Context: an optimization exercise on an open-source flow, tuned for small area. The choices shown serve that exercise and are no tape-out recipe. At most, simulation tests tie the RTL to the original design; equivalence was not proved. Power is estimated from default activity; no workload was simulated.

==> flow/design.v (excerpt) <==
module packet_timestamp_interpolator
(
    input  logic         clk,
    input  logic         rst_n,
    input  logic         cfg_valid,
    output logic         cfg_ready,
    input  logic [1:0]   cfg_index,
    input  logic [63:0]  cfg_data,
    input  logic         in_valid,
    output logic         in_ready,
    input  logic [15:0]  packet_length,
    input  logic [63:0]  cycle_count,
    output logic         out_valid,
    input  logic         out_ready,
    output logic [63:0]  timestamp,
    output logic         recalibrated
);
Size: ~0.018 mm² of cells after synthesis.
Settings: LEC_CHECK=0, CAP_MARGIN=35, CORE_MARGIN=2, CORE_UTILIZATION=40, SLEW_MARGIN=35; clock period 8.0 ns.
standard.sh (not shown) runs the stock make flow with config.mk's settings and CLKGATE_MAP_FILE= SYNTH_SCRIPT=/design/flow/synth_recipe.tcl, a recipe that flattens the netlist after the stock synthesis.
==> flow/flow/run.sh <==
#!/bin/bash
# Standard ORFS layout with two changes: ports are buffered with
# sky130_fd_sc_hd__buf_1, and clock tree synthesis uses clkbuf_8 with
# sink clusters of at most 14 flip-flops and no dummy loads.
set -euo pipefail
bash standard.sh finish \
  "BUFFER_PORTS_ARGS=-buffer_cell sky130_fd_sc_hd__buf_1" \
  "CTS_ARGS=-sink_clustering_enable -repair_clock_nets -dont_use_dummy_load -buf_list sky130_fd_sc_hd__clkbuf_8 -sink_clustering_size 14 -sink_clustering_max_diameter 45" \
  > flow_make.log 2>&1
==> next run, changes <==
==> flow/flow/run.sh (replaced) <==
#!/bin/bash
# Standard ORFS layout with two changes: ports are buffered with
# sky130_fd_sc_hd__buf_1, and clock tree synthesis uses clkbuf_4 with
# sink clusters of at most 10 flip-flops and no dummy loads.
set -euo pipefail
bash standard.sh finish \
  "BUFFER_PORTS_ARGS=-buffer_cell sky130_fd_sc_hd__buf_1" \
  "CTS_ARGS=-sink_clustering_enable -repair_clock_nets -dont_use_dummy_load -buf_list sky130_fd_sc_hd__clkbuf_4 -sink_clustering_size 10 -sink_clustering_max_diameter 40" \
  > flow_make.log 2>&1
Area after synthesis does not change.
Cell area goes down by 0.82%.
Die area is unchanged.
Synthesized cell count does not change.
Via count goes up by about 1.4%.
Sequential power is about the same.
Worst setup slack gains 69 ps.
Fmax goes up by about 1.1%.
Hold slack gains 25 ps.
Wire length goes up by 0.86%.
No run of this note included a check of the RTL's function; only the layout flow was run.

========
packet_timestamp_interpolator, a different RTL version from the one above (not shown whole).
Size: ~490 flip-flops, roughly 0.018 mm2 of cells after synthesis.
// packet_timestamp_interpolator
module packet_timestamp_interpolator
(
    input  logic         clk,
    input  logic         rst_n,
    input  logic         cfg_valid,
    output logic         cfg_ready,
    input  logic [1:0]   cfg_index,
    input  logic [63:0]  cfg_data,
    input  logic         in_valid,
    output logic         in_ready,
    input  logic [15:0]  packet_length,
    input  logic [63:0]  cycle_count,
    output logic         out_valid,
    input  logic         out_ready,
    output logic [63:0]  timestamp,
    output logic         recalibrated
);
    localparam logic [33:0] TICK_RESET  = 34'd1000000000;
    localparam logic [31:0] SPEED_RESET = 32'd1250;
    localparam logic [4:0] P_IDLE  = 5'd0;
    localparam logic [4:0] P_ZERO  = 5'd1;    
    localparam logic [4:0] P_MUL   = 5'd2;    
    localparam logic [4:0] P_WDIV  = 5'd3;    
    localparam logic [4:0] P_NOW   = 5'd4;    
    localparam logic [4:0] P_Q1DIV = 5'd5;    
    localparam logic [4:0] P_CMP   = 5'd6;    
    localparam logic [4:0] P_UPD   = 5'd7;    
    localparam logic [4:0] P_SDIV  = 5'd8;    
    localparam logic [4:0] P_SCOPY = 5'd9;    
    localparam logic [4:0] P_ACC   = 5'd10;   
    localparam logic [4:0] P_SAT   = 5'd11;   
    localparam logic [4:0] P_ODIV  = 5'd12;   
    localparam logic [4:0] P_FIN   = 5'd13;   
    localparam logic [4:0] P_ACPT  = 5'd14;   
    localparam logic [4:0] P_WCMP  = 5'd15;   
    localparam logic [4:0] P_WFIN  = 5'd16;   
    localparam logic [4:0] P_WMUL  = 5'd17;   
    localparam logic [4:0] P_WNOW  = 5'd18;   
    logic [33:0] tick_r;
    logic [63:0] bc_r;                  
    logic [63:0] bt_r;                  
    logic [5:0]  bco, bto;              
    logic        tick_set, bc_set, bt_set;
    logic        a_reg, a_bt;           
    logic        b_set, s_set;
    logic [63:0] A;                     
    logic [5:0]  ap;                    
    logic [31:0] B;                     
    logic [31:0] S;                     
    logic [31:0] X;                     
    logic [31:0] TH, TL;                
    logic [34:0] R;                     
    logic [6:0]  items;
    logic        ov_r, rc_r;
    logic [4:0]  ph;
    logic [6:0]  j;                     
  ...
Settings: LEC_CHECK=0, CAP_MARGIN=35, CORE_MARGIN=2, CORE_UTILIZATION=40, SLEW_MARGIN=35; clock period 8.0 ns.
==> flow/flow/run.sh <==
#!/bin/bash
# Standard ORFS layout with two changes: ports are buffered with
# sky130_fd_sc_hd__buf_1, and clock tree synthesis uses clkbuf_4 with
# sink clusters of at most 12 flip-flops and no dummy loads.
set -euo pipefail
bash standard.sh finish \
  "BUFFER_PORTS_ARGS=-buffer_cell sky130_fd_sc_hd__buf_1" \
  "CTS_ARGS=-sink_clustering_enable -repair_clock_nets -dont_use_dummy_load -buf_list sky130_fd_sc_hd__clkbuf_4 -sink_clustering_size 12 -sink_clustering_max_diameter 40" \
  > flow_make.log 2>&1
The first run produced a clean layout.
Edit:
==> flow/flow/run.sh (replaced) <==
#!/bin/bash
# Standard ORFS layout with two changes: ports are buffered with
# sky130_fd_sc_hd__buf_1, and clock tree synthesis uses clkbuf_4 with
# sink clusters of at most 10 flip-flops and no dummy loads.
set -euo pipefail
bash standard.sh finish \
  "BUFFER_PORTS_ARGS=-buffer_cell sky130_fd_sc_hd__buf_1" \
  "CTS_ARGS=-sink_clustering_enable -repair_clock_nets -dont_use_dummy_load -buf_list sky130_fd_sc_hd__clkbuf_4 -sink_clustering_size 10 -sink_clustering_max_diameter 40" \
  > flow_make.log 2>&1
Sequential power hardly moves. Register-to-register slack improves by 0.04 ns. Clock-buffer cell count came out higher by 8. Setup slack improves by 0.039 ns. Final cell count came out higher by 0.48%. Global-route usage hardly moves. Clock skew came out higher by 0.0051 ns.

========
Setup of blue:
Another version of the RTL of packet_timestamp_interpolator (not shown whole).
Size: roughly 1,000 cells after synthesis, roughly 470 flip-flops, ~220 I/O pins.
==> flow/config.mk <==
export PLATFORM = sky130hd
export DESIGN_NAME = packet_timestamp_interpolator
export DESIGN_NICKNAME = packet_timestamp_interpolator
export VERILOG_FILES = /design/flow/design.v
export SDC_FILE = /design/flow/constraint.sdc
export NUM_CORES = 4
export LEC_CHECK = 0
export CAP_MARGIN = 35
export CORE_MARGIN = 2
export CORE_UTILIZATION = 70
export SLEW_MARGIN = 35
==> flow/constraint.sdc <==
create_clock -name core_clock -period 8.0 [get_ports {clk}]
set_input_delay 1.6000 -clock core_clock [delete_from_list [all_inputs] [get_ports {clk}]]
set_output_delay 1.6000 -clock core_clock [all_outputs]
set_load 0.01 [all_outputs]
run.sh (not shown) runs the stock make flow with config.mk's settings and CLKGATE_MAP_FILE= SYNTH_SCRIPT=/design/flow/synth_recipe.tcl, a recipe that flattens the netlist after the stock synthesis.
Stock flow here: none of the scripts above is used.
blue: it failed during clock tree synthesis, and the tool reported DPL-0033.
Input changes introduced in red (baseline for comparison: blue):
- CORE_UTILIZATION changed from 70 to 40
[summary]
Part of the Yosys area used for sequential elements came out exactly the same in red and blue.
Initial standard-cell utilization of the core (higher): blue
red: full flow OK, the timing, DRC and antenna checks passed
When red is set beside blue, its standard-cell row count turns out to be 33% larger.
Total clock buffers created by CTS (red vs. blue) increases by more than 10%
Placed cell count: lower on blue

========
the reference run:
packet_timestamp_interpolator again, from the RTL that the note above started with.
## packet_timestamp_interpolator
module packet_timestamp_interpolator
(
    input  logic         clk,
    input  logic         rst_n,
    input  logic         cfg_valid,
    output logic         cfg_ready,
    input  logic [1:0]   cfg_index,
    input  logic [63:0]  cfg_data,
    input  logic         in_valid,
    output logic         in_ready,
    input  logic [15:0]  packet_length,
    input  logic [63:0]  cycle_count,
    output logic         out_valid,
    input  logic         out_ready,
    output logic [63:0]  timestamp,
    output logic         recalibrated
);
==> flow/config.mk <==
export PLATFORM = sky130hd
export DESIGN_NAME = packet_timestamp_interpolator
export DESIGN_NICKNAME = packet_timestamp_interpolator
export VERILOG_FILES = /design/flow/design.v
export SDC_FILE = /design/flow/constraint.sdc
export NUM_CORES = 4
export LEC_CHECK = 0
export CAP_MARGIN = 35
export CORE_MARGIN = 2
export CORE_UTILIZATION = 40
export CTS_BUF_LIST = sky130_fd_sc_hd__clkbuf_4
export SLEW_MARGIN = 35
==> flow/constraint.sdc <==
create_clock -name core_clock -period 8.0 [get_ports {clk}]
set_input_delay 1.6000 -clock core_clock [delete_from_list [all_inputs] [get_ports {clk}]]
set_output_delay 1.6000 -clock core_clock [all_outputs]
set_load 0.01 [all_outputs]
Input changes introduced in the trial run (baseline for comparison: the reference run):
==> flow/flow/run.sh (new file) <==
#!/bin/bash
# Standard ORFS layout; the only change is the cell used to buffer the ports
# (sky130_fd_sc_hd__buf_1 instead of the one buffer_ports picks by itself).
set -euo pipefail
bash standard.sh finish "BUFFER_PORTS_ARGS=-buffer_cell sky130_fd_sc_hd__buf_1" > flow_make.log 2>&1
==> flow/standard.sh (new file) <==
#!/bin/bash
# synth_recipe.tcl (not shown) runs the flow's synth.tcl, then flattens the netlist and writes it again
# the make line also repeats each setting of config.mk as NAME=value (left out here)
make -C /OpenROAD-flow-scripts/flow DESIGN_CONFIG=/design/flow/config.mk WORK_HOME=/design/flow/orfs CLKGATE_MAP_FILE= SYNTH_SCRIPT=/design/flow/synth_recipe.tcl "${@:-finish}"
removed: flow/run.sh
The trial run: area growth from synthesis to final layout is 7.1 points lower than what the reference run reported.
The run showing the greater routed length per instance is the reference run.
Worst vdd rail ir drop delta (the trial run − the reference run): unfavourable
The number of nets produced by synthesis on the reference run is in line with that on the trial run.
Against the reference run, the trial run comes in 0.25 ns higher on final worst setup slack.

-- what the ideal ports hide --
The flow's constraints put no driver on any port. The routed layouts listed below were extracted and timed again, unchanged, in two steps. Step 1: set_driving_cell puts a clkbuf_16 on clk and a buf_2 on each other input, an assumption about the parent block. Step 2 moves the port delays by t, midway between the first and last clock arrival at a register: inputs arrive t later, outputs are due t later. That takes back most of the time a late clock gives input paths. Slacks: no drivers / after step 1 / after step 2; pairs: no drivers / after step 1.
run	t, ns	slack for setup (ns)	hold slack, ns	worst register clock-pin slew, ns	cell pins on the clock port's net
the first run of note 1	0.626	1.911 / 1.911 / 1.511	0.273 / 0.273 / 0.273	0.09 / 0.09	1
the second run of note 1	0.796	1.980 / 1.980 / 1.612	0.298 / 0.298 / 0.298	0.10 / 0.10	1
the first run of note 2	0.831	2.042 / 2.042 / 1.431	0.267 / 0.267 / 0.267	0.12 / 0.12	1
the second run of note 2	0.802	2.082 / 2.082 / 1.448	0.285 / 0.285 / 0.285	0.11 / 0.11	1
red	0.627	2.590 / 2.590 / 2.110	0.313 / 0.313 / 0.313	0.07 / 0.07	1
the reference run	0.868	2.591 / 2.591 / 2.087	0.304 / 0.304 / 0.304	0.08 / 0.08	1
the trial run	0.879	2.844 / 2.844 / 2.423	0.313 / 0.313 / 0.313	0.08 / 0.08	1
After both steps every run listed still meets setup and hold. The setup slack of the second run of note 2, which loses most, moves by 0.000 ns with the drivers and by -0.634 ns with both steps.
